From an optimization exercise on the open Yosys and OpenROAD flow, aimed at small area; shortcuts taken in it are not production practice. Function was checked by simulation only, so behaviour that the tests miss may differ from the original. Power and IR drop assume default switching activity.

## config.mk

```make
export PLATFORM = sky130hd
export DESIGN_NAME = ex_top
export DESIGN_NICKNAME = ex_top
export VERILOG_FILES = /design/flow/design.v
export SDC_FILE = /design/flow/constraint.sdc
export NUM_CORES = 4
export LEC_CHECK = 0
export ABC_AREA = 1
export CAP_MARGIN = 0
export CORE_MARGIN = 2
export CORE_UTILIZATION = 60
export CTS_BUF_LIST = sky130_fd_sc_hd__clkbuf_8
export SLEW_MARGIN = 0
```

## design.v

```verilog
package ex_pkg;
    localparam int XLEN   = 32;
    localparam int REG_AW = 5;
endpackage
import ex_pkg::*;
module ex_top
(
    input  logic              clk,
    input  logic              rst_n_i,
    input  logic              in_valid_i,
    output logic              in_ready_o,
    input  logic [XLEN-1:0]   inst_i,
    input  logic [XLEN-1:0]   inst_addr_i,
    input  logic [XLEN-1:0]   op1_i,
    input  logic [XLEN-1:0]   op2_i,
    output logic              res_valid_o,
    input  logic              res_ready_i,
    output logic [XLEN-1:0]   res_data_o,
    output logic [REG_AW-1:0] res_rd_o,
    output logic              res_wb_en_o,
    output logic              jump_en_o,
    output logic [XLEN-1:0]   jump_addr_o
);
    localparam int W = XLEN + REG_AW + 2;  
    logic [6:0]      opcode;
    logic [2:0]      f3;
    logic            is_alu;
    logic            is_br;
    logic            sub;
    logic [XLEN-1:0] bx;
    logic [XLEN-1:0] sum;
    logic            cout;
    logic            lt_u;
    logic            lt_s;
    logic            eq;
    logic            cond;
    logic            take;
    logic [XLEN-1:0] sh_out;
    logic            fill;
    logic [XLEN-1:0] target;
    logic [XLEN-1:0] res;
    logic [XLEN-1:0] val;
    logic [W-1:0]    ent_nxt;
    assign opcode = inst_i[6:0];
    assign f3     = inst_i[14:12];
    assign is_alu = (opcode == 7'h33) || (opcode == 7'h13);
    assign is_br  = (opcode == 7'h63);
    assign sub = inst_i[6] || (!f3[2] && f3[1]) ||
                 (f3 == 3'd0 && inst_i[5] && inst_i[30]);
    assign bx  = op2_i ^ {XLEN{sub}};
    logic [XLEN-1:0] p, g;
    assign p = op1_i ^ bx;
    assign g = op1_i & bx;
    localparam int NL = 9;
    logic [XLEN-1:0] gl [NL+1];
    logic [XLEN-1:0] pl [NL+1];
    assign gl[0] = {g[XLEN-1:1], g[0] | (p[0] & sub)};
    assign pl[0] = p;
    for (genvar l = 0; l < NL; l++) begin : g_pfx
        localparam int D  = (l < 5) ? (1 << l) : (1 << (8 - l));
        localparam bit UP = (l < 5);
        for (genvar i = 0; i < XLEN; i++) begin : g_bit
            if (UP ? ((i % (2 * D)) == 2 * D - 1) : (i >= 3 * D - 1 && (i % (2 * D)) == D - 1)) begin : g_node
                assign gl[l+1][i] = gl[l][i] | (pl[l][i] & gl[l][i-D]);
                assign pl[l+1][i] = pl[l][i] & pl[l][i-D];
            end else begin : g_pass
                assign gl[l+1][i] = gl[l][i];
                assign pl[l+1][i] = pl[l][i];
            end
        end
    end
    assign sum  = p ^ {gl[NL][XLEN-2:0], sub};
    assign cout = gl[NL][XLEN-1];
    assign lt_u = !cout;
    assign lt_s = lt_u ^ op1_i[XLEN-1] ^ op2_i[XLEN-1];
    assign eq   = &p;  
    assign cond = f3[2] ? (f3[1] ? lt_u : lt_s) : eq;
    assign take = is_br && (f3[2] || !f3[1]) && (cond ^ f3[0]);
    assign fill = f3[2] && inst_i[30] && op1_i[XLEN-1];
    always_comb begin
        logic [XLEN-1:0] x;
        for (int i = 0; i < XLEN; i++) x[i] = f3[2] ? op1_i[i] : op1_i[XLEN-1-i];
        for (int k = 0; k < 5; k++) begin
            for (int i = 0; i < XLEN; i++) begin
                if (op2_i[k]) x[i] = (i + (1 << k) < XLEN) ? x[i + (1 << k)] : fill;
            end
        end
        sh_out = x;
    end
    always_comb begin
        logic [12:0] lo;
        logic        s;
        logic        en;
        logic [XLEN-14:0] t;
        lo = {1'b0, inst_addr_i[12:1]} + {1'b0, inst_i[31], inst_i[7], inst_i[30:25], inst_i[11:8]};
        s  = inst_i[31];
        en = s ^ lo[12];
        t  = inst_addr_i[XLEN-1:13] ^ {(XLEN-13){s}};
        target[0]    = inst_addr_i[0];
        target[12:1] = lo[11:0];
        for (int i = 13; i < XLEN; i++) begin
            target[i] = inst_addr_i[i] ^ (en && (&(t | ~((XLEN-13)'((1 << (i - 13)) - 1)))));
        end
    end
    always_comb begin
        case (f3)
            3'd0: res = sum;
            3'd1: for (int i = 0; i < XLEN; i++) res[i] = sh_out[XLEN-1-i];
            3'd2: res = {{(XLEN-1){1'b0}}, lt_s};
            3'd3: res = {{(XLEN-1){1'b0}}, lt_u};
            3'd4: res = p;
            3'd5: res = sh_out;
            3'd6: res = p | g;
            default: res = g;
        endcase
    end
    assign val     = is_br ? target : res;
    assign ent_nxt = {~val, (is_alu ? inst_i[11:7] : 5'd0), !is_alu, !take};
    logic d_v, q0_v, q1_v;
    logic wr_en, q_ready, rd_en;
    assign in_ready_o = !d_v || !q1_v;
    assign wr_en      = d_v && !q1_v;
    assign q_ready    = !res_valid_o || res_ready_i;
    assign rd_en      = q0_v && q_ready;
    always_ff @(posedge clk or negedge rst_n_i) begin
        if (!rst_n_i) begin
            d_v         <= 1'b0;
            q0_v        <= 1'b0;
            q1_v        <= 1'b0;
            res_valid_o <= 1'b0;
        end else begin
            if (in_ready_o) d_v <= in_valid_i;
            if (q_ready) res_valid_o <= q0_v;
            q0_v <= wr_en || (q0_v && !rd_en) || q1_v;
            q1_v <= q1_v ? !rd_en : (wr_en && q0_v && !rd_en);
        end
    end
    logic [W-1:0] d_q, q0_q, q1_q, r_q;
    always_ff @(posedge clk) begin
        if (in_ready_o) d_q <= ent_nxt;
        if (!q1_v) q1_q <= d_q;
        if (!q0_v || rd_en) q0_q <= q1_v ? q1_q : d_q;
        if (q_ready) r_q <= q0_q;
    end
    assign res_data_o  = ~(r_q[W-1 -: XLEN] | {XLEN{r_q[1]}});
    assign jump_addr_o = ~(r_q[W-1 -: XLEN] | {XLEN{r_q[0]}});
    assign res_rd_o    = r_q[6:2];
    assign res_wb_en_o = !r_q[1];
    assign jump_en_o   = !r_q[0];
endmodule
```

## flow/run.sh

```bash
#!/bin/bash
# Standard layout, but with the smallest buffer on every input and output port.
set -euo pipefail
export BUFFER_PORTS_ARGS="-buffer_cell sky130_fd_sc_hd__buf_1"
bash standard.sh > standard.log 2>&1
```

## constraint.sdc

```tcl
create_clock -name core_clock -period 5.5 [get_ports {clk}]
set_input_delay 1.1000 -clock core_clock [delete_from_list [all_inputs] [get_ports {clk}]]
set_output_delay 1.1000 -clock core_clock [all_outputs]
set_load 0.01 [all_outputs]
```

## standard.sh

```bash
#!/bin/bash
# synth_recipe.tcl (not shown) runs the flow's synth.tcl, then flattens the netlist and writes it again
# the make line also repeats each setting of config.mk as NAME=value (left out here)
make -C /OpenROAD-flow-scripts/flow DESIGN_CONFIG=/design/flow/config.mk WORK_HOME=/design/flow/orfs CLKGATE_MAP_FILE= SYNTH_SCRIPT=/design/flow/synth_recipe.tcl "${@:-finish}"
```

==> results of run 1 <==
[synthesized netlist by cell type (17+ instances only)]
cell type  instances
nor2_1           158
xor2_1            43
nand2_1          388
dfxtp_1           39
fa_1              17
clkbuf_1          57
o21ai_0           32
ha_1              76
edfxtp_1         117
inv_1            139
buf_2             20
nand3_1          393
a21oi_1           86
[kinds of logic (layout without fill, tap and decap cells)]
group	after synthesis	in the layout	synth area share [%]
xor gates and xnor gates	55	55	3.98
AOI/OAI and AO/OA	176	176	8.24
and+or+nand+nor	976	976	34.3
DFF	160	160	35.2
adders and majority gates	93	93	10.3
buffers and inverters	241	408	8.00
[state kept, by name (all words and copies together), names as in the netlist]
signal       cells
d_q             39
q0_q            39
q1_q            39
r_q             39
d_v              1
q0_v             1
q1_v             1
res_valid_o      1
[final cells by class]
type,instances,area [um^2]
multi-input combinational,1300,7110
fill,1776,6500
sequential,160,4390
timing repair buffer,233,1050
inverter,143,537
tap,270,338
clock buffer,17,234
clock inverter,15,139
[path summary, 6_finish.rpt]
| path | depth (start not counted) | endpoint | startpoint |
|---|---|---|---|
| worst max-delay path | 31 | d_q[38]$_DFFE_PP_ | inst_i[12] |
| worst min-delay path | 0 | r_q[11]$_DFFE_PP_ | q0_q[11]$_DFFE_PN_ |
| worst max register to register | 5 | q1_v$_DFF_PN0_ | q1_v$_DFF_PN0_ |
| worst min register to register | 0 | r_q[11]$_DFFE_PP_ | q0_q[11]$_DFFE_PN_ |
| max in group asynchronous | 1 | d_v$_DFFE_PN0P_ | rst_n_i |
| min in group asynchronous | 1 | res_valid_o$_DFFE_PN0P_ | rst_n_i |
[stage by stage]
| step | std cells | hold WS [ns] | power, mW |
|---|---|---|---|
| 2_1_floorplan | 1701 | 0.400 | 2.54 |
| 3_3_place_gp | 2106 | 0.401 | 2.88 |
| 3_5_place_dp | 2106 | 0.405 | 2.92 |
| 4_1_cts | 2138 | 0.413 | 3.70 |
| 5_1_grt | 2138 | 0.425 | 3.93 |
| 6_report | 2138 | 0.414 | 3.70 |
[power breakdown]
| group | internal [mW] | switching, mW |
|---|---|---|
| Combinational | 0.393 | 0.801 |
| Clock | 0.361 | 0.417 |
| Sequential | 1.63 | 0.0977 |
| Total | 2.39 | 1.32 |
[layer usage]
layer	global-route usage, %	routed length [um]
met1	45.0	15500
met2	56.1	17100
met5	0	0
met4	20.0	2440
met3	3.96	2910
==> summary.txt, run 1 <==
Run status
  – Status: no timing/DRC/antenna violations

Place
  – Dpl hpwl: 29.7 mm
  – Port bufs: approximately 190
  – Routability cong.: 1.05
  – Instance area after placement: about 13000 um^2
  – DP Worst Slack: roughly 0.31 ns

Clock tree
  – Resized cells post-CTS: 0
  – # hold bufs at CTS: 0
  – H-tree depth: 4
  – Clock Pin Slew Worst Setup and Hold Paths: about 0.080 ns
  – Worst skew pair latency: 0.44 ns
  – CTS Sinks: 160
  – Setup Fix Bufs, Post-CTS: 0
  – Root Driver: clkbuf_8
  – Inserted Clock Buffers: 17
  – Clock Tree Buf Depth: 2
  – CTS tree: built

Finish
  – Final instance area: 13800 um^2
  – Final core utilization: between 60% and 70%
  – Nets: around 2100
  – Antenna cells: 0
  – Commonest non-fill, non-tap cells in the layout: 392 x nand3_1, 387 x nand2_1, 193 x buf_1
  – Layout cells sized above 1: around 4.9%
  – Most common cell after layout, fill and taps aside: nand3_1
  – Area Overhead vs Synth: 10.5%

Setup path
  – WP data required: about 5.7 ns
  – Crit path max fanout: 8
  – Setup Crit Path Kind: in -> reg
  – R2r setup slk: between 3 and 4 ns
  – Buffers & Inverters on Critical Path: 5
  – Top cell by count, worst path: nand2_1
  – Crit. End Element: register
  – Startpoint Class: input pin
  – Crit-path slowest cell: ha_1
  – Slowest stage delay, CP: ~0.34 ns
  – CP delay by family, top: simple AND/OR/NAND/NOR gates
  – Worst path arrival time: 5.02 ns

Detailed routing
  – Routed length per instance: approximately 18 um
  – DRC viols: 0
  – ANT nets after route: 0
  – Pre-Repair DR Iteration Count: 5
  – Via/cell ratio: approximately 5.8
  – Post-Route WL: about 38 mm
  – Initial DRC count: ~1300
  – Vias: approximately 12000

Global route
  – GR Overflow Total: 0
  – Antenna violations before repair: 0
  – Pin count of the biggest net entering global routing: 50
  – GRT Util Overall: about a third
  – Number of global-route vias before repair: around 11000
  – First-pass GRT wire length: a little under 60 mm

STA
  – Worst setup margin: approximately 0.67 ns
  – Final setup vio count: 0
  – RSZ-0062 raised after global routing: false
  – Relative slew slack: 21.9%
  – Final Hold Viols: 0
  – Max Slew Vio Count: 0
  – Clock Skews: 0.00895 ns
  – Tmin final: approximately 4.8 ns
  – Final period util: between 80% and 90%
  – Worst-Margin Slew: between 1 and 1.5 ns
  – Fmax: around 0.21 GHz
  – Sum of negative setup slack: 0 ns

Yosys
  – Asr flop ratio synth: around 2.5%
  – Post-Synthesis Cells: about 1700
  – Largest cells by area after synthesis: edfxtp_1 28%, nand3_1 16%, nand2_1 12%, ha_1 7.6%, dfxtp_1 6.3%
  – Syn avg cell area: approximately 7.3 um^2
  – Synthesis Warnings: 3
  – Seq/Total Area, Yosys: approximately a third
  – Synth top area share: 28.1%
  – Cell Area, Synth: approximately 12000 um^2
  – Post-synth EDFFs: 117
  – Post-synthesis register bit count: 160
  – Synth area leader: edfxtp_1
  – Netlist cell types: a little under 50
  – Synth Flop Type: edfxtp_1

Floorplan
  – Die height: ~150 um
  – Initial Util: about 62%
  – Die area: between 20000 and 25000 um^2
  – I/O pin cnt: about 210
  – # rows: between 50 and 60
  – Core ar.: about 20000 um^2
  – Width of the die: approximately 150 um

Power
  – Pwr dens: approximately 270 nW/um^2
  – Pleak: approximately 6.3 nW
  – VDD IR-drop max: 0.000137 V

Job
  – Max cap viols: 0

Min path
  – Worst min path class: reg -> reg
==> run 2: changes to the inputs <==
--- a/config.mk
+++ b/config.mk
@@ -7,7 +7,7 @@
 export LEC_CHECK = 0
 export ABC_AREA = 1
-export CAP_MARGIN = 0
+export CAP_MARGIN = 20
 export CORE_MARGIN = 2
-export CORE_UTILIZATION = 60
+export CORE_UTILIZATION = 40
 export CTS_BUF_LIST = sky130_fd_sc_hd__clkbuf_8
-export SLEW_MARGIN = 0
+export SLEW_MARGIN = 20
==> run 2 against run 1 <==
Still clean on timing, DRC and antenna. Die area increased by 49%. Combinational power increased by 3%. Global-route usage decreased by 9.0 points. Via count decreased by 1.6%. Hold slack improved by 0.0046 ns. Cell area increased by 1.8%. Sequential power about the same. Clock skew about the same. Non-clock buffer count increased by 10. Total power increased by 1.1%. First-iteration DRC count decreased by 9.5%. Critical path type unchanged. Highest routed layer unchanged.
==> summary.txt, run 2 <==
Detailed routing
  – Routed length per instance: roughly 19 um
  – Initial DRC count: 1178
  – ANT nets after route: 0
  – Pre-Repair DR Iteration Count: 5
  – DRC viols: 0
  – Post-Route WL: ~42 mm
  – Vias: approximately 12000
  – Via/cell ratio: between 5 and 6

STA
  – Final period util: around nine tenths
  – Final Hold Viols: 0
  – Hold WS: around 0.42 ns
  – Max Slew Vio Count: 0
  – Fmax: around 0.20 GHz
  – Sum of negative setup slack: 0 ns
  – RSZ-0062 raised after global routing: false
  – Final setup vio count: 0
  – Relative slew slack: about a quarter
  – Tmin final: approximately 5 ns
  – Worst-Margin Slew: ~1.1 ns
  – Clock Skews: just under 0.009 ns

Yosys
  – Netlist cell types: just under 50
  – Adder-Cell Fraction of Synth Area: 10.3%
  – Top cells by count, synth: 393 x nand3_1, 388 x nand2_1, 158 x nor2_1, 139 x inv_1, 117 x edfxtp_1
  – Syn avg cell area: between 7 and 8 um^2
  – Synth area leader: edfxtp_1
  – Seq/Total Area, Yosys: about a third
  – Synthesis Warnings: 3
  – Synth top area share: between 20% and 30%
  – Post-synthesis simple-gate area fraction: about a third
  – Post-Synthesis Cells: 1701
  – Count leader, synth: nand3_1
  – Cell Area, Synth: approximately 12000 um^2
  – Post-synthesis register bit count: 160
  – Post-synth EDFFs: around 120
  – Synth Flop Type: edfxtp_1
  – Complex-gate fraction of the synthesized area: between 8 and 9%
  – Largest cells by area after synthesis: edfxtp_1 28%, nand3_1 16%, nand2_1 12%, ha_1 7.6%, dfxtp_1 6.3%
  – Asr flop ratio synth: ~2.5%
  – Synth Area in XOR/XNOR: roughly 4.0%
  – Mux cell area share after synthesis: 0%
  – Main combinational cell family by area after synthesis: simple AND/OR/NAND/NOR gates

Clock tree
  – CTS Sinks: 160
  – Clock Tree Buf Depth: 2
  – CTS tree: built
  – Resized cells post-CTS: 0
  – # hold bufs at CTS: 0
  – H-tree depth: 4
  – Inserted Clock Buffers: 17
  – Worst skew pair latency: between 0.4 and 0.5 ns
  – Root Driver: clkbuf_8
  – Clock Pin Slew Worst Setup and Hold Paths: approximately 0.090 ns
  – Setup Fix Bufs, Post-CTS: 0

Setup path
  – WP data required: 5.69 ns
  – Crit. End Element: register
  – Startpoint Class: input pin
  – Crit path max fanout: 22
  – Setup Crit Path Kind: in -> reg
  – Worst path arrival time: about 5.2 ns

Place
  – Routability cong.: between 0.9 and 1
  – Port bufs: a little under 200
  – DP Cell Count: approximately 2200
  – Dpl hpwl: ~33 mm

Global route
  – Number of global-route vias before repair: approximately 12000
  – GR Overflow Total: 0
  – Antenna violations before repair: 0
  – GRT Util Overall: around a quarter
  – First-pass GRT wire length: between 60 and 70 mm
  – Pin count of the biggest net entering global routing: 48

Floorplan
  – # rows: 64
  – Width of the die: around 180 um
  – Initial Util: between 40% and 50%
  – Die area: 32600 um^2
  – I/O pin cnt: between 200 and 250
  – Die height: 181 um
  – Core ar.: 30700 um^2

Min path
  – Worst min path class: reg -> reg

Power
  – Pleak: between 6 and 7 nW
  – Pwr dens: 266 nW/um^2
  – VDD IR-drop max: between 0.00015 and 0.0002 V

Finish
  – Area Overhead vs Synth: 12.6%
  – Antenna cells: 0
  – Most common cell after layout, fill and taps aside: nand3_1
  – Sequential cell area: roughly 4400 um^2
  – Nets: roughly 2100
  – Commonest non-fill, non-tap cells in the layout: 392 x nand3_1, 387 x nand2_1, 193 x buf_1
  – Finished Layout Cells: between 2000 and 2500
  – Fill count: between 3000 and 4000
  – Multi-input gate area: just over 7000 um^2
  – Layout cells sized above 1: ~5.5%

Job
  – Max cap viols: 0

Run status
  – Status: no timing/DRC/antenna violations
[run 2: cell counts after synthesis]
Identical to the previous run, type by type.
[run 2: layer usage]
layer | part of all wire, % | GRT usage, % | vias to the layer above | routed length (um)
met5 | 0 | 0 | - | 0
met4 | 5.0 | 12.7 | 0 | 2100
met3 | 5.7 | 3.17 | 77 | 2410
met2 | 46 | 42.1 | 463 | 19600
met1 | 43 | 33.0 | 5706 | 18000
li1 | - | - | 6054 | -
[run 2: final timing paths]
check	from	to	slack, ns	cells past startpoint
min in group asynchronous	rst_n_i	q0_v$_DFF_PN0_	0.50	1
min	q0_q[29]$_DFFE_PN_	r_q[29]$_DFFE_PP_	0.42	0
max in group asynchronous	rst_n_i	d_v$_DFFE_PN0P_	4.79	1
max	inst_i[13]	d_q[37]$_DFFE_PP_	0.49	28
min reg2reg	q0_q[29]$_DFFE_PN_	r_q[29]$_DFFE_PP_	0.42	0
max reg2reg	q1_v$_DFF_PN0_	q0_q[21]$_DFFE_PN_	3.61	5
[run 2: cell type report]
class	count	area share (%)
clock inverters	15	0.970
clock buffers	17	1.66
well taps	396	3.53
repair buffers	243	8.15
multi-input cells	1300	50.6
inverters	143	3.82
flip-flops and latches	160	31.3
[run 2: kinds of logic after synthesis]
logic type,after synthesis
compound gates,176
xor+xnor,55
fa+ha+maj,93
buf+inv,241
flops,160
simple gates,976
[run 2: worst max-delay path, cell delays in order]
cell      delay [ns]
buf_1           0.23
buf_4           0.21
inv_1           0.12
nor2_1          0.12
nor2_1          0.07
nand2_2         0.10
buf_12          0.20
xor2_1          0.22
inv_1           0.07
ha_1            0.34
nand3_1         0.11
nand3_1         0.16
nand2_1         0.10
nand2_1         0.09
nand2_1         0.08
nand2_1         0.13
a21oi_1         0.27
inv_1           0.10
a21oi_1         0.25
nor2_1          0.07
nor2_1          0.14
fa_1            0.43
nor2_1          0.11
a211oi_1        0.06
nand3_1         0.14
nand2_1         0.06
nand2_1         0.06
inv_1           0.03
[run 2: per-stage QoR]
| stage | instance area, um^2 | power [mW] | setup WS, ns | util, % |
|---|---|---|---|---|
| after CTS | 14000 | 3.76 | 0.528 | 45.6 |
| after global routing | 14100 | 4.00 | 0.205 | 45.8 |
| after detailed placement | 13600 | 2.96 | 0.0716 | 44.4 |
| after global placement | 13600 | 2.94 | 0.0681 | 44.4 |
| after floorplan | 12500 | 2.54 | 0.689 | - |
| final | 14100 | 3.74 | 0.488 | 45.8 |
[run 2: where the power goes]
| part | switching (mW) | internal, mW | leakage (nW) | total, mW |
|---|---|---|---|---|
| clock network | 0.427 | 0.364 | 0.182 | 0.790 |
| registers | 0.0910 | 1.63 | 1.53 | 1.72 |
| logic | 0.825 | 0.405 | 4.60 | 1.23 |
| total | 1.34 | 2.40 | 6.31 | 3.74 |
==> run 3: changes to the inputs <==
--- a/design.v
+++ b/design.v
@@ -29,5 +29,4 @@
     logic            sub;
     logic [XLEN-1:0] bx;
-    logic [XLEN-1:0] sum;
     logic            cout;
     logic            lt_u;
@@ -39,5 +38,4 @@
     logic            fill;
     logic [XLEN-1:0] target;
-    logic [XLEN-1:0] res;
     logic [XLEN-1:0] val;
     logic [W-1:0]    ent_nxt;
@@ -70,5 +68,4 @@
         end
     end
-    assign sum  = p ^ {gl[NL][XLEN-2:0], sub};
     assign cout = gl[NL][XLEN-1];
     assign lt_u = !cout;
@@ -88,32 +85,51 @@
         sh_out = x;
     end
-    always_comb begin
-        logic [12:0] lo;
-        logic        s;
-        logic        en;
-        logic [XLEN-14:0] t;
-        lo = {1'b0, inst_addr_i[12:1]} + {1'b0, inst_i[31], inst_i[7], inst_i[30:25], inst_i[11:8]};
-        s  = inst_i[31];
-        en = s ^ lo[12];
-        t  = inst_addr_i[XLEN-1:13] ^ {(XLEN-13){s}};
-        target[0]    = inst_addr_i[0];
-        target[12:1] = lo[11:0];
-        for (int i = 13; i < XLEN; i++) begin
-            target[i] = inst_addr_i[i] ^ (en && (&(t | ~((XLEN-13)'((1 << (i - 13)) - 1)))));
+    logic [11:0] ta, tb, tp;
+    logic [11:0] tgl [8];
+    logic [11:0] tpl [8];
+    logic        ts, ten;
+    logic [XLEN-14:0] tt;
+    assign ta = inst_addr_i[12:1];
+    assign tb = {inst_i[31], inst_i[7], inst_i[30:25], inst_i[11:8]};
+    assign tp = ta ^ tb;
+    assign tgl[0] = ta & tb;
+    assign tpl[0] = tp;
+    for (genvar l = 0; l < 7; l++) begin : g_tpfx
+        localparam int D  = (l < 4) ? (1 << l) : (1 << (6 - l));
+        localparam bit UP = (l < 4);
+        for (genvar i = 0; i < 12; i++) begin : g_bit
+            if (UP ? ((i % (2 * D)) == 2 * D - 1) : (i >= 3 * D - 1 && (i % (2 * D)) == D - 1)) begin : g_node
+                assign tgl[l+1][i] = tgl[l][i] | (tpl[l][i] & tgl[l][i-D]);
+                assign tpl[l+1][i] = tpl[l][i] & tpl[l][i-D];
+            end else begin : g_pass
+                assign tgl[l+1][i] = tgl[l][i];
+                assign tpl[l+1][i] = tpl[l][i];
+            end
         end
     end
+    assign ts  = inst_i[31];
+    assign ten = ts ^ tgl[7][11];
+    assign tt  = inst_addr_i[XLEN-1:13] ^ {(XLEN-13){ts}};
     always_comb begin
-        case (f3)
-            3'd0: res = sum;
-            3'd1: for (int i = 0; i < XLEN; i++) res[i] = sh_out[XLEN-1-i];
-            3'd2: res = {{(XLEN-1){1'b0}}, lt_s};
-            3'd3: res = {{(XLEN-1){1'b0}}, lt_u};
-            3'd4: res = p;
-            3'd5: res = sh_out;
-            3'd6: res = p | g;
-            default: res = g;
-        endcase
+        target[0]    = inst_addr_i[0];
+        target[12:1] = tp ^ {tgl[7][10:0], 1'b0};
+        for (int i = 13; i < XLEN; i++) begin
+            target[i] = inst_addr_i[i] ^ (ten && (&(tt | ~((XLEN-13)'((1 << (i - 13)) - 1)))));
+        end
     end
-    assign val     = is_br ? target : res;
+    logic [XLEN-1:0] lu;
+    logic [XLEN-1:0] sll;
+    logic            m_p, m_c, m_g, m_l, m_r, m_t, slt;
+    assign m_p = !is_br && !f3[0] && (!f3[1] || f3[2]);
+    assign m_c = !is_br && !f3[2] && !f3[1] && !f3[0];
+    assign m_g = !is_br && f3[2] && f3[1];
+    assign m_l = !is_br && !f3[2] && !f3[1] && f3[0];
+    assign m_r = !is_br && f3[2] && !f3[1] && f3[0];
+    assign m_t = is_br;
+    assign slt = !is_br && !f3[2] && f3[1] && (f3[0] ? lt_u : lt_s);
+    assign lu  = (p & {XLEN{m_p}}) ^ ({gl[NL][XLEN-2:0], sub} & {XLEN{m_c}}) ^ (g & {XLEN{m_g}});
+    always_comb for (int i = 0; i < XLEN; i++) sll[i] = sh_out[XLEN-1-i];
+    assign val = lu | (sll & {XLEN{m_l}}) | (sh_out & {XLEN{m_r}}) | (target & {XLEN{m_t}}) |
+                 {{(XLEN-1){1'b0}}, slt};
     assign ent_nxt = {~val, (is_alu ? inst_i[11:7] : 5'd0), !is_alu, !take};
     logic d_v, q0_v, q1_v;
==> flow/run.sh (replaced) <==
#!/bin/bash
# Standard layout, but with the smallest buffer on every input and output port,
# and synthesis's buffers removed at floorplan (timing-driven placement, which
# would otherwise remove them, is off in config.mk).
set -euo pipefail
export BUFFER_PORTS_ARGS="-buffer_cell sky130_fd_sc_hd__buf_1"
export REMOVE_ABC_BUFFERS=1
bash standard.sh > standard.log 2>&1
--- a/config.mk
+++ b/config.mk
@@ -7,7 +7,8 @@
 export LEC_CHECK = 0
 export ABC_AREA = 1
-export CAP_MARGIN = 20
+export CAP_MARGIN = 0
 export CORE_MARGIN = 2
-export CORE_UTILIZATION = 40
+export CORE_UTILIZATION = 60
 export CTS_BUF_LIST = sky130_fd_sc_hd__clkbuf_8
-export SLEW_MARGIN = 20
+export GPL_TIMING_DRIVEN = 0
+export SLEW_MARGIN = 0
==> run 3 against run 2 <==
Flip-flop and latch count did not move. Critical endpoint is now d_q[25]$_DFFE_PP_. Count of clock-buffer cells in the layout is 1 higher. Register-to-register slack got worse by 0.35 ns. Wire length down 28%.
==> summary.txt, run 3 <==
Global route
  – Pin count of the biggest net entering global routing: between 50 and 60
  – First-pass GRT wire length: between 40 and 50 mm
  – Antenna violations before repair: 1
  – GR Overflow Total: 0
  – GRT Util Overall: slightly above 30%
  – Number of global-route vias before repair: just over 9000

STA
  – Relative slew slack: about an eighth
  – Worst-Margin Slew: around 1.3 ns
  – Final period util: between 80% and 90%
  – Final setup vio count: 0
  – Final Hold Viols: 0
  – Clock Skews: approximately 0.0084 ns
  – RSZ-0062 raised after global routing: false
  – Fmax: 0.203 GHz
  – Tmin final: ~4.9 ns
  – Max Slew Vio Count: 0

Floorplan
  – I/O pin cnt: just over 200
  – Core ar.: between 15000 and 20000 um^2
  – Width of the die: around 140 um
  – Initial Util: ~60%
  – Die area: between 20000 and 25000 um^2
  – # rows: 50
  – Die height: about 140 um

Job
  – Max cap viols: 0

Finish
  – Commonest non-fill, non-tap cells in the layout: 438 x nand2_1, 193 x buf_1, 167 x nor2_1
  – Layout cells sized above 1: about 4.6%
  – Final instance area: between 10000 and 15000 um^2
  – Area Overhead vs Synth: 10.1%
  – Fill count: between 1500 and 2000
  – Multi-input gate area: between 6000 and 7000 um^2
  – Final core utilization: 67.0%
  – Finished Layout Cells: ~1900
  – Most common cell after layout, fill and taps aside: nand2_1
  – Sequential cell area: about 4400 um^2
  – Nets: approximately 1800

Place
  – Instance area after placement: 12000 um^2
  – Port bufs: between 150 and 200
  – DP Cell Count: 1853
  – Dpl hpwl: around 24 mm
  – Routability cong.: about 0.97

Clock tree
  – Root Driver: clkbuf_8
  – Clock Pin Slew Worst Setup and Hold Paths: ~0.080 ns
  – CTS Sinks: between 150 and 200
  – # hold bufs at CTS: 0
  – Inserted Clock Buffers: 17
  – H-tree depth: 4
  – Worst skew pair latency: 0.43 ns
  – CTS tree: built
  – Clock Tree Buf Depth: 2

Yosys
  – Largest cells by area after synthesis: edfxtp_1 31%, nand2_1 15%, dfxtp_1 6.9%, o21ai_0 6.0%, xor2_1 5.9%
  – Post-Synthesis Cells: ~1500
  – Top cells by count, synth: 441 x nand2_1, 168 x nor2_1, 137 x o21ai_0, 117 x edfxtp_1, 102 x inv_1
  – Synth top area share: a little under a third
  – Count leader, synth: nand2_1
  – Seq/Total Area, Yosys: roughly 39%
  – Cell Area, Synth: 11300 um^2
  – Netlist cell types: 58
  – Syn avg cell area: ~7.6 um^2
  – Post-synth EDFFs: between 100 and 150
  – Synth area leader: edfxtp_1
  – Asr flop ratio synth: under 10%
  – Synthesis Warnings: 5
  – Post-synthesis register bit count: 160
  – Synth Flop Type: edfxtp_1

Detailed routing
  – ANT nets after route: 0
  – Routed length per instance: 16.0 um
  – DRC viols: 0
  – Post-Route WL: 30.1 mm
  – Vias: 10335
  – Initial DRC count: around 670
  – Via/cell ratio: around 5.5
  – Pre-Repair DR Iteration Count: 5

Power
  – Pleak: 5.22 nW
  – Final Total Pwr: roughly 3.7 mW
  – VDD IR-drop max: ~0.00016 V
  – Pwr dens: a little under 300 nW/um^2

Setup path
  – Top cell by count, worst path: xor2_1
  – Buffers & Inverters on Critical Path: 3
  – WP data required: roughly 5.7 ns
  – Crit path max fanout: 54
  – Startpoint Class: input pin
  – Crit-path slowest cell: nand2_2
  – Crit. End Element: register
  – CP delay by family, top: simple AND/OR/NAND/NOR gates
  – Worst path arrival time: 5.08 ns
  – Critical Path, Cell by Cell: clkbuf_4, inv_4, a21oi_2, nand2_2, xor2_1, ha_1, inv_1, o21ai_0, nand3_1, a21oi_1, a211oi_1, nand2_2, nand2_1, o22ai_1, xor2_1, xor2_1, nor3_1
  – Setup Crit Path Kind: in -> reg
  – Slowest stage delay, CP: between 0.5 and 0.6 ns

Run status
  – Status: no timing/DRC/antenna violations

Min path
  – Worst min path class: reg -> reg
run 3: cells by family after synthesis:
family | share of synthesized area, %
XOR/XNOR | 7.34
AND/OR/NAND/NOR | 25.6
buffers and inverters | 7.14
AO/OA/AOI/OAI | 14.2
flip-flops | 38.7
adder cells (fa/ha/maj) | 5.80
multiplexers | 1.15
run 3: path summary, 6_finish.rpt:
check	startpoint	endpoint	slack, ns	cells past startpoint
worst max register to register	q1_v$_DFF_PN0_	q0_q[27]$_DFFE_PN_	3.26	3
min in group asynchronous	rst_n_i	q1_v$_DFF_PN0_	0.49	1
max in group asynchronous	rst_n_i	q1_v$_DFF_PN0_	4.81	1
worst min-delay path	q0_q[10]$_DFFE_PN_	r_q[10]$_DFFE_PP_	0.42	0
worst max-delay path	inst_i[14]	d_q[25]$_DFFE_PP_	0.58	17
worst min register to register	q0_q[10]$_DFFE_PN_	r_q[10]$_DFFE_PP_	0.42	0
run 3: layer usage:
layer  routed length (um)  global-route usage [%]  vias to the layer above  share of wire (%)
met5                    0                       0                        -                  0
met4                 1260                    12.6                        0                4.2
met3                 1680                    3.04                       61                5.6
met2                14200                    51.5                      385                 47
met1                13000                    39.9                     4635                 43
li1                     -                       -                     5254                  -
run 3: cell type report:
| class | count | area share [%] |
|---|---|---|
| well taps | 234 | 2.34 |
| repair buffers | 196 | 6.14 |
| clock buffers | 18 | 1.98 |
| clock inverters | 14 | 1.51 |
| inverters | 112 | 3.41 |
| multi-input cells | 1151 | 49.4 |
| flip-flops and latches | 160 | 35.2 |
| diodes | 1 | 0.0200 |
run 3: worst reg2reg max path: cells and delay by family, from the launching register on:
family                 cells  cell delay (ns)
flip-flops                 1             0.86
buffers and inverters      1             0.75
AND/OR/NAND/NOR            2             0.37
run 3: where the power goes:
part	total [mW]	switching (mW)	internal, mW	leakage [nW]
Sequential	1.77	0.118	1.65	1.52
Clock	0.904	0.399	0.505	0.210
Combinational	1.02	0.690	0.335	3.49
Total	3.70	1.21	2.49	5.22
run 3: per-stage QoR:
| stage | setup TNS [ns] | worst slack (ns) | hold WS (ns) |
|---|---|---|---|
| finish | 0 | 0.576 | 0.420 |
| global route | 0 | 0.154 | 0.422 |
| CTS | 0 | 0.420 | 0.419 |
| detailed placement | -0.0652 | -0.0513 | 0.405 |
| global placement | -36.79 | -1.43 | 0.401 |
| floorplan | 0 | 1.14 | 0.400 |
run 3: timing repair:
item	4_1_cts	5_1_grt
buffers inserted	0	0
resized for setup	0	1
endpoints found under the setup margin	0	5
==> run 4: changes to the inputs <==
==> flow/run.sh (replaced) <==
#!/bin/bash
# Standard layout, but with the smallest buffer on every input and output port.
set -euo pipefail
export BUFFER_PORTS_ARGS="-buffer_cell sky130_fd_sc_hd__buf_1"
bash standard.sh > standard.log 2>&1
--- a/config.mk
+++ b/config.mk
@@ -11,4 +11,3 @@
 export CORE_UTILIZATION = 60
 export CTS_BUF_LIST = sky130_fd_sc_hd__clkbuf_8
-export GPL_TIMING_DRIVEN = 0
 export SLEW_MARGIN = 0
==> run 4 against run 3 <==
Maximum frequency up 14%. Hold slack about the same. Flip-flop and latch count unchanged. Clock skew about the same. Sequential power about the same. Count of clock-buffer cells in the layout down 1. Wire length up 0.66%. Cell area up 0.12%. Non-clock buffer count up 19. Synthesized cell count unchanged. Die area unchanged. Critical path type unchanged. Largest power group unchanged.
==> summary.txt, run 4 <==
Job
  – Max cap viols: 0

Clock tree
  – # hold bufs at CTS: 0
  – Inserted Clock Buffers: 17
  – Setup Fix Bufs, Post-CTS: 0
  – Worst skew pair latency: roughly 0.43 ns
  – H-tree depth: 4
  – CTS Sinks: 160
  – Clock Pin Slew Worst Setup and Hold Paths: 0.08 ns
  – CTS tree: built
  – Clock Tree Buf Depth: 2
  – Root Driver: clkbuf_8
  – Resized cells post-CTS: 0

Yosys
  – Largest cells by area after synthesis: edfxtp_1 31%, nand2_1 15%, dfxtp_1 6.9%, o21ai_0 6.0%, xor2_1 5.9%
  – Seq/Total Area, Yosys: between 30% and 40%
  – Top cells by count, synth: 441 x nand2_1, 168 x nor2_1, 137 x o21ai_0, 117 x edfxtp_1, 102 x inv_1
  – Post-synth EDFFs: about 120
  – Synthesis Warnings: 5
  – Count leader, synth: nand2_1
  – Asr flop ratio synth: approximately 2.5%
  – Synth top area share: a little under a third
  – Cell Area, Synth: around 11000 um^2
  – Syn avg cell area: approximately 7.6 um^2
  – Post-synthesis register bit count: 160
  – Synth Flop Type: edfxtp_1
  – Post-Synthesis Cells: approximately 1500
  – Synth area leader: edfxtp_1
  – Netlist cell types: 58

Place
  – Routability cong.: a little under 1
  – Port bufs: 194
  – Instance area after placement: around 12000 um^2
  – Dpl hpwl: between 20 and 25 mm

Finish
  – Area Overhead vs Synth: 10.2%
  – Antenna cells: 0
  – Layout cells sized above 1: under 10%
  – Nets: 1838
  – Final instance area: between 10000 and 15000 um^2
  – Commonest non-fill, non-tap cells in the layout: 440 x nand2_1, 193 x buf_1, 168 x nor2_1
  – Most common cell after layout, fill and taps aside: nand2_1

STA
  – Final Hold Viols: 0
  – Relative slew slack: a little over a third
  – Hold WS: between 0.4 and 0.5 ns
  – Final period util: slightly below 80%
  – Tmin final: ~4.3 ns
  – Final setup vio count: 0
  – Clock Skews: a little under 0.009 ns
  – Sum of negative setup slack: 0 ns
  – RSZ-0062 raised after global routing: false
  – Max Slew Vio Count: 0
  – Worst-Margin Slew: between 0.9 and 1 ns
  – Fmax: 0.231 GHz

Power
  – Pleak: around 5.3 nW
  – Final Total Pwr: between 3 and 4 mW
  – VDD IR-drop max: ~0.00015 V
  – Pwr dens: 283 nW/um^2

Detailed routing
  – DRC viols: 0
  – ANT nets after route: 0
  – Pre-Repair DR Iteration Count: 7
  – Initial DRC count: around 680
  – Via/cell ratio: roughly 5.5
  – Routed length per instance: approximately 16 um
  – Vias: 10492
  – Post-Route WL: between 30 and 40 mm

Global route
  – GRT Util Overall: a little under a third
  – Number of global-route vias before repair: just over 9000
  – Antenna violations before repair: 1
  – Pin count of the biggest net entering global routing: 50
  – GR Overflow Total: 0
  – First-pass GRT wire length: roughly 47 mm

Min path
  – Worst min path class: reg -> reg

Floorplan
  – Die area: around 20000 um^2
  – Die height: between 100 and 150 um
  – Width of the die: around 140 um
  – I/O pin cnt: a little over 200
  – # rows: 50
  – Core ar.: around 19000 um^2
  – Initial Util: about three fifths

Setup path
  – Setup Crit Path Kind: in -> reg
  – WP data required: between 5 and 6 ns
  – Crit path max fanout: 25
  – Crit-path slowest cell: nand2_1
  – Worst path arrival time: ~4.5 ns
  – Critical Path, Cell by Cell: clkbuf_2, inv_4, a21oi_2, nand2_1, buf_12, xor2_1, ha_1, inv_1, o21ai_0, nand3_1, a21oi_1, a211oi_1, nand2_2, nand2_1, nand2_1, nand2_1, nand2_1, nand2_1, nand2_1, nand2_1, xnor2_1, nor3_2
  – Top cell by count, worst path: nand2_1
  – Crit. End Element: register
  – Slowest stage delay, CP: between 0.3 and 0.4 ns
  – Startpoint Class: input pin

Run status
  – Status: no timing/DRC/antenna violations
run 4: cells by family after synthesis:
logic type	count (synthesis)	synth area share, %
AO/OA/AOI/OAI	283	14.2
XOR/XNOR	95	7.34
adder cells (fa/ha/maj)	49	5.80
buffers and inverters	191	7.14
flip-flops	160	38.7
multiplexers	13	1.15
AND/OR/NAND/NOR	711	25.6
run 4: stage by stage:
stage	util, %	setup slack, ns	cells
finish	67.1	1.18	1904
global route	67.1	0.939	1904
CTS	67.1	1.31	1904
detailed placement	65.2	0.857	1872
global placement	65.2	0.877	1872
floorplan	-	1.50	1502
run 4: final cells by class:
type,instances,area [um^2]
clock buffers,17,234
clock inverters,15,111
fillers,1606,6140
inverters,112,425
multi-input cells,1151,6140
flip-flops and latches,160,4390
well taps,234,293
repair buffers,215,900
run 4: path summary, 6_finish.rpt:
| kind | start | end | slack, ns | cells after the start |
|---|---|---|---|---|
| worst max-delay path | inst_i[14] | d_q[37]$_DFFE_PP_ | 1.18 | 22 |
| worst min-delay path | q0_q[1]$_DFFE_PN_ | r_q[1]$_DFFE_PP_ | 0.42 | 0 |
| worst max register to register | q0_v$_DFF_PN0_ | q0_q[31]$_DFFE_PN_ | 3.79 | 1 |
| worst min register to register | q0_q[1]$_DFFE_PN_ | r_q[1]$_DFFE_PP_ | 0.42 | 0 |
| max in group asynchronous | rst_n_i | q1_v$_DFF_PN0_ | 4.81 | 1 |
| min in group asynchronous | rst_n_i | q0_v$_DFF_PN0_ | 0.49 | 1 |
run 4: per-layer routing:
layer / part of all wire, % / vias up / global-route usage, %
li1: - / 5286 / -
met1: 42 / 4662 / 39.5
met2: 47 / 478 / 51.1
met3: 7.2 / 64 / 3.81
met4: 4.5 / 2 / 13.3
met5: 0.049 / - / 0
run 4: power by group:
part,switching [mW],internal (mW)
clock,0.417,0.314
sequential,0.102,1.65
combinational,0.707,0.342
run 4: critical path, delay by kind of cell:
| family | cells | cell delay [ns] |
|---|---|---|
| buffers and inverters | 4 | 0.71 |
| xor gates and xnor gates | 2 | 0.40 |
| AOI/OAI and AO/OA | 4 | 0.65 |
| adders and majority gates | 1 | 0.32 |
| and+or+nand+nor | 11 | 1.29 |
==> run 5: changes to the inputs <==
--- a/design.v
+++ b/design.v
@@ -111,11 +111,11 @@
     assign ten = ts ^ tgl[7][11];
     assign tt  = inst_addr_i[XLEN-1:13] ^ {(XLEN-13){ts}};
-    always_comb begin
-        target[0]    = inst_addr_i[0];
-        target[12:1] = tp ^ {tgl[7][10:0], 1'b0};
-        for (int i = 13; i < XLEN; i++) begin
-            target[i] = inst_addr_i[i] ^ (ten && (&(tt | ~((XLEN-13)'((1 << (i - 13)) - 1)))));
-        end
+    logic [XLEN-13:0] tc;
+    assign tc[0] = 1'b1;
+    for (genvar k = 0; k < XLEN - 13; k++) begin : g_tc
+        assign tc[k+1] = tc[k] & tt[k];
     end
+    assign target = {inst_addr_i[XLEN-1:13] ^ ({(XLEN-13){ten}} & tc[XLEN-14:0]),
+                     tp ^ {tgl[7][10:0], 1'b0}, inst_addr_i[0]};
     logic [XLEN-1:0] lu;
     logic [XLEN-1:0] sll;
--- a/config.mk
+++ b/config.mk
@@ -9,5 +9,5 @@
 export CAP_MARGIN = 0
 export CORE_MARGIN = 2
-export CORE_UTILIZATION = 60
-export CTS_BUF_LIST = sky130_fd_sc_hd__clkbuf_8
+export CORE_UTILIZATION = 65
+export CTS_BUF_LIST = sky130_fd_sc_hd__clkbuf_4
 export SLEW_MARGIN = 0
==> run 5 against run 4 <==
Register-to-register slack got worse by 0.38 ns. Combinational power about the same. Largest power group unchanged. First-iteration DRC count rose by 39%. Cell area down 0.94%. Highest routed layer is now met4. Worst setup slack gained 0.15 ns. Critical endpoint is now d_q[32]$_DFFE_PP_. Sequential share of layout area rose by 0.33 points.
==> summary.txt, run 5 <==
Clock tree
  – Clock Pin Slew Worst Setup and Hold Paths: between 0.1 and 0.15 ns
  – Setup Fix Bufs, Post-CTS: 0
  – Inserted Clock Buffers: 17
  – CTS Sinks: 160
  – H-tree depth: 4
  – Root Driver: clkbuf_4
  – Resized cells post-CTS: 0
  – # hold bufs at CTS: 0
  – Worst skew pair latency: roughly 0.53 ns
  – CTS tree: built
  – Clock Tree Buf Depth: 2

Power
  – Final Total Pwr: about 3.5 mW
  – Pwr dens: about 290 nW/um^2
  – VDD IR-drop max: between 0.0002 and 0.00025 V
  – Pleak: 5.30 nW

STA
  – Final setup vio count: 0
  – Relative slew slack: a little under a quarter
  – Fmax: 0.240 GHz
  – Tmin final: between 4 and 5 ns
  – Max Slew Vio Count: 0
  – Sum of negative setup slack: 0 ns
  – Final period util: approximately 76%
  – RSZ-0062 raised after global routing: false
  – Clock Skews: 0.0179 ns
  – Worst-Margin Slew: ~1.2 ns
  – Final Hold Viols: 0

Setup path
  – Crit path max fanout: 28
  – WP data required: slightly below 6 ns
  – Reg2Reg Depth: 4
  – Top cell by count, worst path: nand2_1
  – Crit path from: inst_i[30]
  – Setup Crit Path Kind: in -> reg
  – Crit. End Element: register
  – Startpoint Class: input pin
  – Reg-to-Reg End: q0_q[11]$_DFFE_PN_
  – Slowest stage delay, CP: 0.52 ns
  – Crit-path slowest cell: o21ai_0
  – R2r startpoint: q1_v$_DFF_PN0_
  – Critical Path, Cell by Cell: buf_1, nand2_1, inv_1, nand2_1, nand2_1, buf_12, xor2_1, ha_1, inv_1, nor3_1, nand2_1, nand2_2, nand2_1, nand2_2, nand2_1, nand2_2, nand2_1, o21ai_0, a21oi_1, o211a_1
  – Worst path arrival time: 4.46 ns
  – R2r setup slk: around 3.4 ns

Detailed routing
  – ANT nets after route: 0
  – Vias: between 10000 and 15000
  – Initial DRC count: 939
  – Post-Route WL: around 32 mm
  – Via/cell ratio: between 5 and 6
  – Routed length per instance: 16.8 um
  – Pre-Repair DR Iteration Count: 7
  – DRC viols: 0

Yosys
  – Largest cells by area after synthesis: edfxtp_1 31%, nand2_1 16%, dfxtp_1 6.9%, nor2_1 5.2%, ha_1 4.8%
  – Post-Synthesis Cells: between 1500 and 2000
  – Post-synthesis register bit count: 160
  – Seq/Total Area, Yosys: between 30% and 40%
  – Synth area leader: edfxtp_1
  – Synth top area share: between 30% and 40%
  – Post-synth EDFFs: 117
  – Synth Flop Type: edfxtp_1
  – Cell Area, Synth: 11300 um^2
  – Synthesis Warnings: 5
  – Syn avg cell area: around 7.4 um^2
  – Asr flop ratio synth: about 2.5%
  – Count leader, synth: nand2_1
  – Netlist cell types: 54
  – Top cells by count, synth: 478 x nand2_1, 158 x nor2_1, 117 x edfxtp_1, 105 x o21ai_0, 96 x inv_1

Finish
  – Sequential cell area: approximately 4400 um^2
  – Most common cell after layout, fill and taps aside: nand2_1
  – Fill count: between 1000 and 1500
  – Final instance area: roughly 12000 um^2
  – Area Overhead vs Synth: 9.48%
  – Layout cells sized above 1: under 10%
  – Nets: between 1500 and 2000
  – Commonest non-fill, non-tap cells in the layout: 477 x nand2_1, 193 x buf_1, 158 x nor2_1
  – Finished Layout Cells: between 1500 and 2000
  – Multi-input gate area: ~6200 um^2

Floorplan
  – # rows: 48
  – Die area: about 18000 um^2
  – Width of the die: around 140 um
  – I/O pin cnt: a little over 200
  – Die height: about 140 um
  – Initial Util: 65.9%
  – Core ar.: approximately 17000 um^2

Global route
  – GR Overflow Total: 0
  – Antenna violations before repair: 1
  – First-pass GRT wire length: between 40 and 50 mm
  – Pin count of the biggest net entering global routing: 49
  – Number of global-route vias before repair: between 9000 and 10000
  – GRT Util Overall: roughly a third

Run status
  – Status: no timing/DRC/antenna violations

Place
  – Port bufs: ~190
  – Routability cong.: between 0.9 and 1
  – DP Cell Count: about 1900
  – Dpl hpwl: about 25 mm
  – Instance area after placement: around 12000 um^2

Job
  – Max cap viols: 0

Min path
  – Worst min path class: in -> async
## run 5: cells by family after synthesis
family,share of synthesized area [%]
simple gates,27.1
buf+inv,6.78
xor+xnor,6.66
fa+ha+maj,5.82
flops,38.8
mux,0.995
compound gates,13.8
## run 5: worst max-delay path by stage
stage | endpoint | slack (ns) | cells after the start
detailed placement | d_q[32]$_DFFE_PP_ | 0.93 | 18
global placement | d_q[32]$_DFFE_PP_ | 1.05 | 19
global route | d_q[32]$_DFFE_PP_ | 1.07 | 19
CTS | d_q[32]$_DFFE_PP_ | 1.48 | 18
finish | d_q[32]$_DFFE_PP_ | 1.33 | 20
floorplan | d_q[35]$_DFFE_PP_ | 1.66 | 19
## run 5: power by group
part           internal (mW)  switching, mW
Clock                  0.336          0.362
Sequential              1.65          0.112
Combinational          0.343          0.736
Total                   2.33           1.21
## run 5: stage by stage
stage	hold slack, ns	worst slack (ns)	utilization [%]
after global placement	0.401	1.05	70.4
after detailed placement	0.405	0.930	70.4
final	0.380	1.33	72.1
after floorplan	0.400	1.66	-
after CTS	0.368	1.48	72.1
after global routing	0.372	1.07	72.1
## run 5: critical path, delay by kind of cell
kind	cells	cell delay, ns
xor+xnor	1	0.09
simple gates	11	1.49
fa+ha+maj	1	0.33
compound gates	3	0.79
buf+inv	4	0.64
## run 5: cell type report
cell class | instances | share of cell area, %
antenna | 1 | 0.0202
clock buffer | 22 | 1.33
clock inverter | 10 | 0.990
inverter | 101 | 3.06
multi-input combinational | 1177 | 49.8
sequential | 160 | 35.5
tap | 225 | 2.27
timing repair buffer | 211 | 7.02
## run 5: per-layer routing
layer  part of all wire, %  wire length [um]  vias up  global-route usage [%]
met2                    47             15200      604                    59.3
met3                   7.7              2480       91                    3.47
li1                      -                 -     5341                       -
met5                     0                 0        -                       0
met4                   4.4              1410        0                    14.3
met1                    40             13000     4737                    45.8
==> run 6: changes to the inputs <==
==> flow/run.sh (replaced) <==
#!/bin/bash
# Standard layout with two changes: the smallest buffer on every input and
# output port, and no dummy load cells added by clock tree synthesis.
set -euo pipefail
export BUFFER_PORTS_ARGS="-buffer_cell sky130_fd_sc_hd__buf_1"
export CTS_ARGS="-sink_clustering_enable -repair_clock_nets -buf_list sky130_fd_sc_hd__clkbuf_8 -dont_use_dummy_load"
bash standard.sh > standard.log 2>&1
--- a/config.mk
+++ b/config.mk
@@ -9,5 +9,5 @@
 export CAP_MARGIN = 0
 export CORE_MARGIN = 2
-export CORE_UTILIZATION = 65
-export CTS_BUF_LIST = sky130_fd_sc_hd__clkbuf_4
+export CORE_UTILIZATION = 60
+export CTS_BUF_LIST = sky130_fd_sc_hd__clkbuf_8
 export SLEW_MARGIN = 0
==> run 6 against run 5 <==
Cell count decreased by 0.26%. Via count decreased by 1.4%. Wire length decreased by 0.50%. Total power decreased by 2.9%. Critical path type unchanged.
==> summary.txt, run 6 <==
Global route
  – Antenna violations before repair: 0
  – GRT Util Overall: 32.0%
  – GR Overflow Total: 0
  – Pin count of the biggest net entering global routing: 48
  – First-pass GRT wire length: slightly below 50 mm
  – Number of global-route vias before repair: 9540

Floorplan
  – Die height: between 100 and 150 um
  – I/O pin cnt: 205
  – Core ar.: 18600 um^2
  – # rows: 50
  – Initial Util: between 60% and 70%
  – Die area: 20000 um^2
  – Width of the die: around 140 um

Power
  – Share of power burned in registers: roughly half
  – Switch share: about a third
  – Final Total Pwr: between 3 and 4 mW
  – Clock power frac: between 10% and 20%
  – Pleak: 5.26 nW
  – VDD IR-drop max: approximately 0.00017 V
  – Gate power share: 31.1%
  – Net Sw Power: 1.17 mW
  – Pint: between 2 and 2.5 mW
  – Pwr dens: 278 nW/um^2

Setup path
  – Crit path max fanout: 29
  – R2r startpoint: q1_v$_DFF_PN0_
  – Crit. End Element: register
  – Crit-path slowest cell: buf_1
  – Slowest stage delay, CP: 0.30 ns
  – Crit path capture: d_q[0]$_DFFE_PP_
  – Setup Crit Path Kind: in -> reg
  – R2r setup slk: between 3 and 4 ns
  – WP data required: roughly 5.7 ns
  – Top cell by count, worst path: nand2_1
  – Reg2Reg Depth: 5
  – Startpoint Class: input pin
  – Reg-to-Reg End: q1_v$_DFF_PN0_
  – Worst path arrival time: 4.29 ns
  – Crit path from: inst_i[30]
  – Critical Path, Cell by Cell: buf_1, nand2_1, inv_1, nand2_1, nand2_1, buf_12, xor2_1, ha_1, a21oi_1, o31ai_1, a21oi_1, o21ai_0, a21oi_1, nand2_1, xnor2_1, nand2_1, nand3_1, nand2_1, nand2_1, nand3_1

Yosys
  – Top cells by count, synth: 478 x nand2_1, 158 x nor2_1, 117 x edfxtp_1, 105 x o21ai_0, 96 x inv_1
  – Netlist cell types: between 50 and 60
  – Count leader, synth: nand2_1
  – Synthesis Warnings: 5
  – Seq/Total Area, Yosys: about two fifths
  – Synth top area share: between 30% and 40%
  – Cell Area, Synth: between 10000 and 15000 um^2
  – Asr flop ratio synth: approximately 2.5%
  – Largest cells by area after synthesis: edfxtp_1 31%, nand2_1 16%, dfxtp_1 6.9%, nor2_1 5.2%, ha_1 4.8%
  – Synth Flop Type: edfxtp_1
  – Syn avg cell area: about 7.4 um^2
  – Post-Synthesis Cells: ~1500
  – Synth area leader: edfxtp_1
  – Post-synthesis register bit count: 160
  – Post-synth EDFFs: around 120

Finish
  – Fill count: around 1600
  – Sequential cell area: 4390 um^2
  – Antenna cells: 0
  – Layout cells sized above 1: about 4.2%
  – Nets: between 1500 and 2000
  – Most common cell after layout, fill and taps aside: nand2_1
  – Multi-input gate area: 6170 um^2
  – Commonest non-fill, non-tap cells in the layout: 477 x nand2_1, 193 x buf_1, 158 x nor2_1
  – Area Overhead vs Synth: 9.21%

Detailed routing
  – Post-Route WL: 32.0 mm
  – Pre-Repair DR Iteration Count: 5
  – Vias: approximately 11000
  – Initial DRC count: 605
  – DRC viols: 0
  – Routed length per instance: about 17 um
  – Via/cell ratio: between 5 and 6
  – ANT nets after route: 0

Clock tree
  – CTS tree: built
  – Clock Pin Slew Worst Setup and Hold Paths: 0.09 ns
  – Setup Fix Bufs, Post-CTS: 0
  – Inserted Clock Buffers: 17
  – # hold bufs at CTS: 0
  – Clock Tree Buf Depth: 2
  – Worst skew pair latency: ~0.44 ns
  – Root Driver: clkbuf_8
  – H-tree depth: 4
  – CTS Sinks: 160
  – Resized cells post-CTS: 0

STA
  – Relative slew slack: roughly a fifth
  – Max Slew Vio Count: 0
  – Final period util: approximately three quarters
  – Worst-Margin Slew: between 1 and 1.5 ns
  – RSZ-0062 raised after global routing: false
  – Final setup vio count: 0
  – Fmax: approximately 0.24 GHz
  – Final Hold Viols: 0
  – Clock Skews: a little under 0.03 ns
  – Sum of negative setup slack: 0 ns
  – Tmin final: slightly above 4 ns

Job
  – Max cap viols: 0

Place
  – Port bufs: around 190
  – Dpl hpwl: roughly 26 mm
  – Routability cong.: 0.971

Min path
  – Worst min path class: reg -> reg

Run status
  – Status: no timing/DRC/antenna violations
-- run 6: cell types whose count changed in the layout (fill, tap and decap cells not counted), sizes merged --
cell	change
diode	-1
bufinv	-3
buf	+2
clkbuf	-5
inv	-4
clkinv	-3
-- run 6: power by group through the flow --
| stage | logic, mW | clock network, mW | registers, mW |
|---|---|---|---|
| global placement | 1.02 | 0 | 1.76 |
| global route | 1.19 | 0.658 | 1.79 |
| floorplan | 0.743 | 0 | 1.74 |
| detailed placement | 1.05 | 0 | 1.78 |
| finish | 1.07 | 0.607 | 1.76 |
| CTS | 1.06 | 0.617 | 1.76 |
-- run 6: worst max-delay path, delay by kind of cell --
kind	cells	cell delay (ns)
AO/OA/AOI/OAI	5	0.97
XOR/XNOR	2	0.38
adder cells (fa/ha/maj)	1	0.28
buffers and inverters	3	0.62
AND/OR/NAND/NOR	9	0.94
-- run 6: logic make-up after synthesis --
group	after synthesis	synth area share (%)
XOR/XNOR	86	6.66
adder cells (fa/ha/maj)	49	5.82
buffers and inverters	182	6.78
AO/OA/AOI/OAI	279	13.8
AND/OR/NAND/NOR	752	27.1
flip-flops	160	38.8
multiplexers	11	0.995
-- run 6: how the worst min path moves through the flow --
stage	from	end	slack, ns	depth (start not counted)
floorplan	q0_q[0]$_DFFE_PN_	r_q[0]$_DFFE_PP_	0.40	0
global placement	q0_q[8]$_DFFE_PN_	r_q[8]$_DFFE_PP_	0.40	0
detailed placement	q0_q[7]$_DFFE_PN_	r_q[7]$_DFFE_PP_	0.41	0
CTS	q0_q[26]$_DFFE_PN_	r_q[26]$_DFFE_PP_	0.40	0
global route	q0_q[33]$_DFFE_PN_	r_q[33]$_DFFE_PP_	0.40	0
finish	q0_q[33]$_DFFE_PN_	r_q[33]$_DFFE_PP_	0.40	0
-- run 6: cell type report --
class	instances	share of cell area (%)
inverters	101	3.07
repair buffers	213	7.16
multi-input cells	1177	49.9
well taps	234	2.37
clock buffers	17	1.89
flip-flops and latches	160	35.6
-- run 6: per-stage QoR --
| step | instance area (um^2) | setup WS (ns) | hold WS (ns) | cells | utilization (%) |
|---|---|---|---|---|---|
| after floorplan | 11300 | 1.66 | 0.400 | 1519 | - |
| after global placement | 12100 | 1.07 | 0.401 | 1885 | 65.2 |
| after detailed placement | 12100 | 1.03 | 0.405 | 1885 | 65.2 |
| after CTS | 12400 | 1.46 | 0.398 | 1902 | 66.5 |
| after global routing | 12400 | 1.13 | 0.402 | 1902 | 66.5 |
| final | 12400 | 1.36 | 0.397 | 1902 | 66.5 |
-- run 6: routing by layer --
metal,vias to the layer above,global-route usage (%),share of wire (%)
met1,4791,41.6,42
met4,0,12.6,3.8
met5,-,0,0
met3,62,3.85,6.3
li1,5324,-,-
met2,447,54.9,48
==> run 7: changes to the inputs <==
==> flow/run.sh (replaced) <==
#!/bin/bash
# Standard layout with two changes: the smallest buffer on every input and
# output port, and no dummy load cells added by clock tree synthesis.
set -euo pipefail
export BUFFER_PORTS_ARGS="-buffer_cell sky130_fd_sc_hd__buf_1"
export CTS_ARGS="-sink_clustering_enable -repair_clock_nets -buf_list sky130_fd_sc_hd__clkbuf_4 -dont_use_dummy_load"
bash standard.sh > standard.log 2>&1
--- a/config.mk
+++ b/config.mk
@@ -9,5 +9,5 @@
 export CAP_MARGIN = 0
 export CORE_MARGIN = 2
-export CORE_UTILIZATION = 60
-export CTS_BUF_LIST = sky130_fd_sc_hd__clkbuf_8
+export CORE_UTILIZATION = 65
+export CTS_BUF_LIST = sky130_fd_sc_hd__clkbuf_4
 export SLEW_MARGIN = 0
==> run 7 against run 6 <==
Clock skew down 0.0048 ns. Area after synthesis unchanged. Total power down 4.9%. Wire length down 2.5%. Global-route usage up 2.0 points. Highest routed layer unchanged.
==> summary.txt, run 7 <==
Clock tree
  – Clock Pin Slew Worst Setup and Hold Paths: roughly 0.1 ns
  – CTS tree: built
  – # hold bufs at CTS: 0
  – H-tree depth: 4
  – Clock Tree Buf Depth: 2
  – Resized cells post-CTS: 0
  – Inserted Clock Buffers: 17
  – Root Driver: clkbuf_4
  – Setup Fix Bufs, Post-CTS: 0
  – CTS Sinks: 160
  – Worst skew pair latency: ~0.50 ns

Setup path
  – Setup Crit Path Kind: in -> reg
  – Reg2Reg Depth: 5
  – Worst path arrival time: between 4 and 5 ns
  – R2r setup slk: ~3.5 ns
  – Startpoint Class: input pin
  – WP data required: 5.76 ns
  – Crit path max fanout: 28
  – Crit. End Element: register

Detailed routing
  – Vias: between 10000 and 15000
  – ANT nets after route: 0
  – Routed length per instance: between 15 and 20 um
  – Post-Route WL: between 30 and 40 mm
  – Initial DRC count: 980
  – Pre-Repair DR Iteration Count: 6
  – DRC viols: 0
  – Via/cell ratio: 5.66

Yosys
  – Top cells by count, synth: 478 x nand2_1, 158 x nor2_1, 117 x edfxtp_1, 105 x o21ai_0, 96 x inv_1
  – Seq/Total Area, Yosys: a little under 40%
  – Post-synth EDFFs: between 100 and 150
  – Asr flop ratio synth: about 2.5%
  – Synthesis Warnings: 5
  – Syn avg cell area: about 7.4 um^2
  – Netlist cell types: 54
  – Cell Area, Synth: 11300 um^2
  – Synth Flop Type: edfxtp_1
  – Synth top area share: 31.1%
  – Post-Synthesis Cells: roughly 1500
  – Post-synthesis register bit count: 160
  – Largest cells by area after synthesis: edfxtp_1 31%, nand2_1 16%, dfxtp_1 6.9%, nor2_1 5.2%, ha_1 4.8%
  – Count leader, synth: nand2_1
  – Synth area leader: edfxtp_1

Floorplan
  – Width of the die: roughly 140 um
  – I/O pin cnt: around 200
  – Die area: roughly 18000 um^2
  – # rows: 48
  – Die height: around 140 um
  – Initial Util: 65.9%
  – Core ar.: approximately 17000 um^2

STA
  – Fmax: 0.240 GHz
  – Max Slew Vio Count: 0
  – Final period util: about three quarters
  – Sum of negative setup slack: 0 ns
  – Final Hold Viols: 0
  – Relative slew slack: between 20 and 30%
  – Tmin final: approximately 4.2 ns
  – Clock Skews: 0.0244 ns
  – RSZ-0062 raised after global routing: false
  – Final setup vio count: 0
  – Worst-Margin Slew: ~1.1 ns

Run status
  – Status: no timing/DRC/antenna violations

Global route
  – First-pass GRT wire length: 48.1 mm
  – GR Overflow Total: 0
  – Number of global-route vias before repair: between 9000 and 10000
  – Antenna violations before repair: 1
  – Pin count of the biggest net entering global routing: 49
  – GRT Util Overall: ~34%

Job
  – Max cap viols: 0

Finish
  – Fill count: between 1000 and 1500
  – Area Overhead vs Synth: 8.06%
  – Commonest non-fill, non-tap cells in the layout: 477 x nand2_1, 193 x buf_1, 158 x nor2_1
  – Finished Layout Cells: between 1500 and 2000
  – Most common cell after layout, fill and taps aside: nand2_1
  – Layout cells sized above 1: between 4 and 5%
  – Final core utilization: 71.2%
  – Nets: ~1800

Place
  – Port bufs: approximately 190
  – Dpl hpwl: between 20 and 30 mm
  – DP Cell Count: 1874
  – Routability cong.: 0.963

Power
  – Pwr dens: between 200 and 300 nW/um^2
  – Pleak: about 5.2 nW
  – VDD IR-drop max: 0.000193 V

Min path
  – Worst min path class: in -> async
## run 7: per-stage QoR
| step | power (mW) | worst slack (ns) | instance area, um^2 | hold slack (ns) |
|---|---|---|---|---|
| final | 3.27 | 1.34 | 12200 | 0.406 |
| after global routing | 3.48 | 1.07 | 12200 | 0.378 |
| after CTS | 3.26 | 1.47 | 12200 | 0.377 |
| after detailed placement | 2.83 | 0.930 | 12100 | 0.405 |
| after global placement | 2.77 | 1.05 | 12100 | 0.401 |
| after floorplan | 2.48 | 1.66 | 11300 | 0.400 |
## run 7: logic make-up after synthesis
group           after synthesis  synth area share (%)
xor+xnor                     86                  6.66
flops                       160                  38.8
simple gates                752                  27.1
mux                          11                 0.995
compound gates              279                  13.8
buf+inv                     182                  6.78
fa+ha+maj                    49                  5.82
## run 7: cell type report
| class | count | area, um^2 | share of cell area (%) |
|---|---|---|---|
| multi-input cells | 1177 | 6170 | 50.5 |
| flip-flops and latches | 160 | 4390 | 35.9 |
| repair buffers | 211 | 870 | 7.11 |
| inverters | 101 | 379 | 3.10 |
| well taps | 225 | 282 | 2.30 |
| clock buffers | 17 | 128 | 1.04 |
| diodes | 1 | 2.50 | 0.0205 |
## run 7: report_power, final
group,leakage (nW),switching [mW],internal (mW)
clock,0.0782,0.300,0.142
combinational,3.60,0.726,0.343
sequential,1.52,0.106,1.65
## run 7: critical path, stage by stage
cell     delay (ns)
buf_1          0.26
nand2_1        0.12
inv_1          0.07
nand2_1        0.07
nand2_1        0.30
buf_12         0.26
xor2_1         0.10
ha_1           0.33
inv_1          0.06
nor3_1         0.33
nand2_1        0.12
nand2_2        0.11
nand2_1        0.08
nand2_2        0.12
nand2_1        0.07
nand2_2        0.09
nand2_1        0.08
o21ai_0        0.48
a21oi_1        0.13
o211a_1        0.13
## run 7: final timing paths
path | from | endpoint
min in group core_clock | q0_q[3]$_DFFE_PN_ | r_q[3]$_DFFE_PP_
max in group asynchronous | rst_n_i | d_v$_DFFE_PN0P_
worst min register to register | q0_q[3]$_DFFE_PN_ | r_q[3]$_DFFE_PP_
worst max register to register | q1_v$_DFF_PN0_ | q1_v$_DFF_PN0_
worst max-delay path | inst_i[30] | d_q[32]$_DFFE_PP_
worst min-delay path | rst_n_i | q0_v$_DFF_PN0_
## run 7: layer usage
layer	GRT usage [%]	part of all wire [%]	wire length [um]
met1	44.7	41	12700
met3	3.95	7.7	2390
met2	57.5	48	14900
met5	0	0	0
met4	13.4	3.9	1210

[separate check: timing with driven ports]
In the flow no input, the clock included, has a driving cell. The finished layouts below were timed again as built, in two steps. Step 1 assumes that a clkbuf_16 drives the clock port and a buf_2 every other input. Step 2, shift: input delay + t, output delay - t, t = (earliest + latest rising clock arrival at the registers) / 2. This alone moves slack from input paths to output paths. Slacks: ideal ports / drivers / drivers and shift; pairs: ideal ports / drivers.
run | t (ns) | setup slack, ns | hold WS [ns] | worst data-port slew with drivers (ns)
run 1 | 0.473 | 0.667 / 0.682 / 0.209 | 0.414 / 0.414 / 0.414 | 0.06
run 2 | 0.457 | 0.488 / 0.488 / 0.031 | 0.419 / 0.419 / 0.419 | 0.04
run 3 | 0.453 | 0.576 / 0.582 / 0.129 | 0.420 / 0.420 / 0.420 | 0.07
run 4 | 0.462 | 1.176 / 1.184 / 0.722 | 0.419 / 0.419 / 0.419 | 0.07
run 5 | 0.550 | 1.327 / 1.324 / 0.774 | 0.380 / 0.377 / 0.428 | 0.05
run 6 | 0.463 | 1.358 / 1.356 / 0.893 | 0.397 / 0.397 / 0.397 | 0.06
run 7 | 0.526 | 1.339 / 1.339 / 0.812 | 0.406 / 0.399 / 0.407 | 0.05
After both steps every run listed still meets setup and hold. For run 5, which loses most, drivers alone change the setup slack by -0.003 ns; drivers and shift together by -0.553 ns.
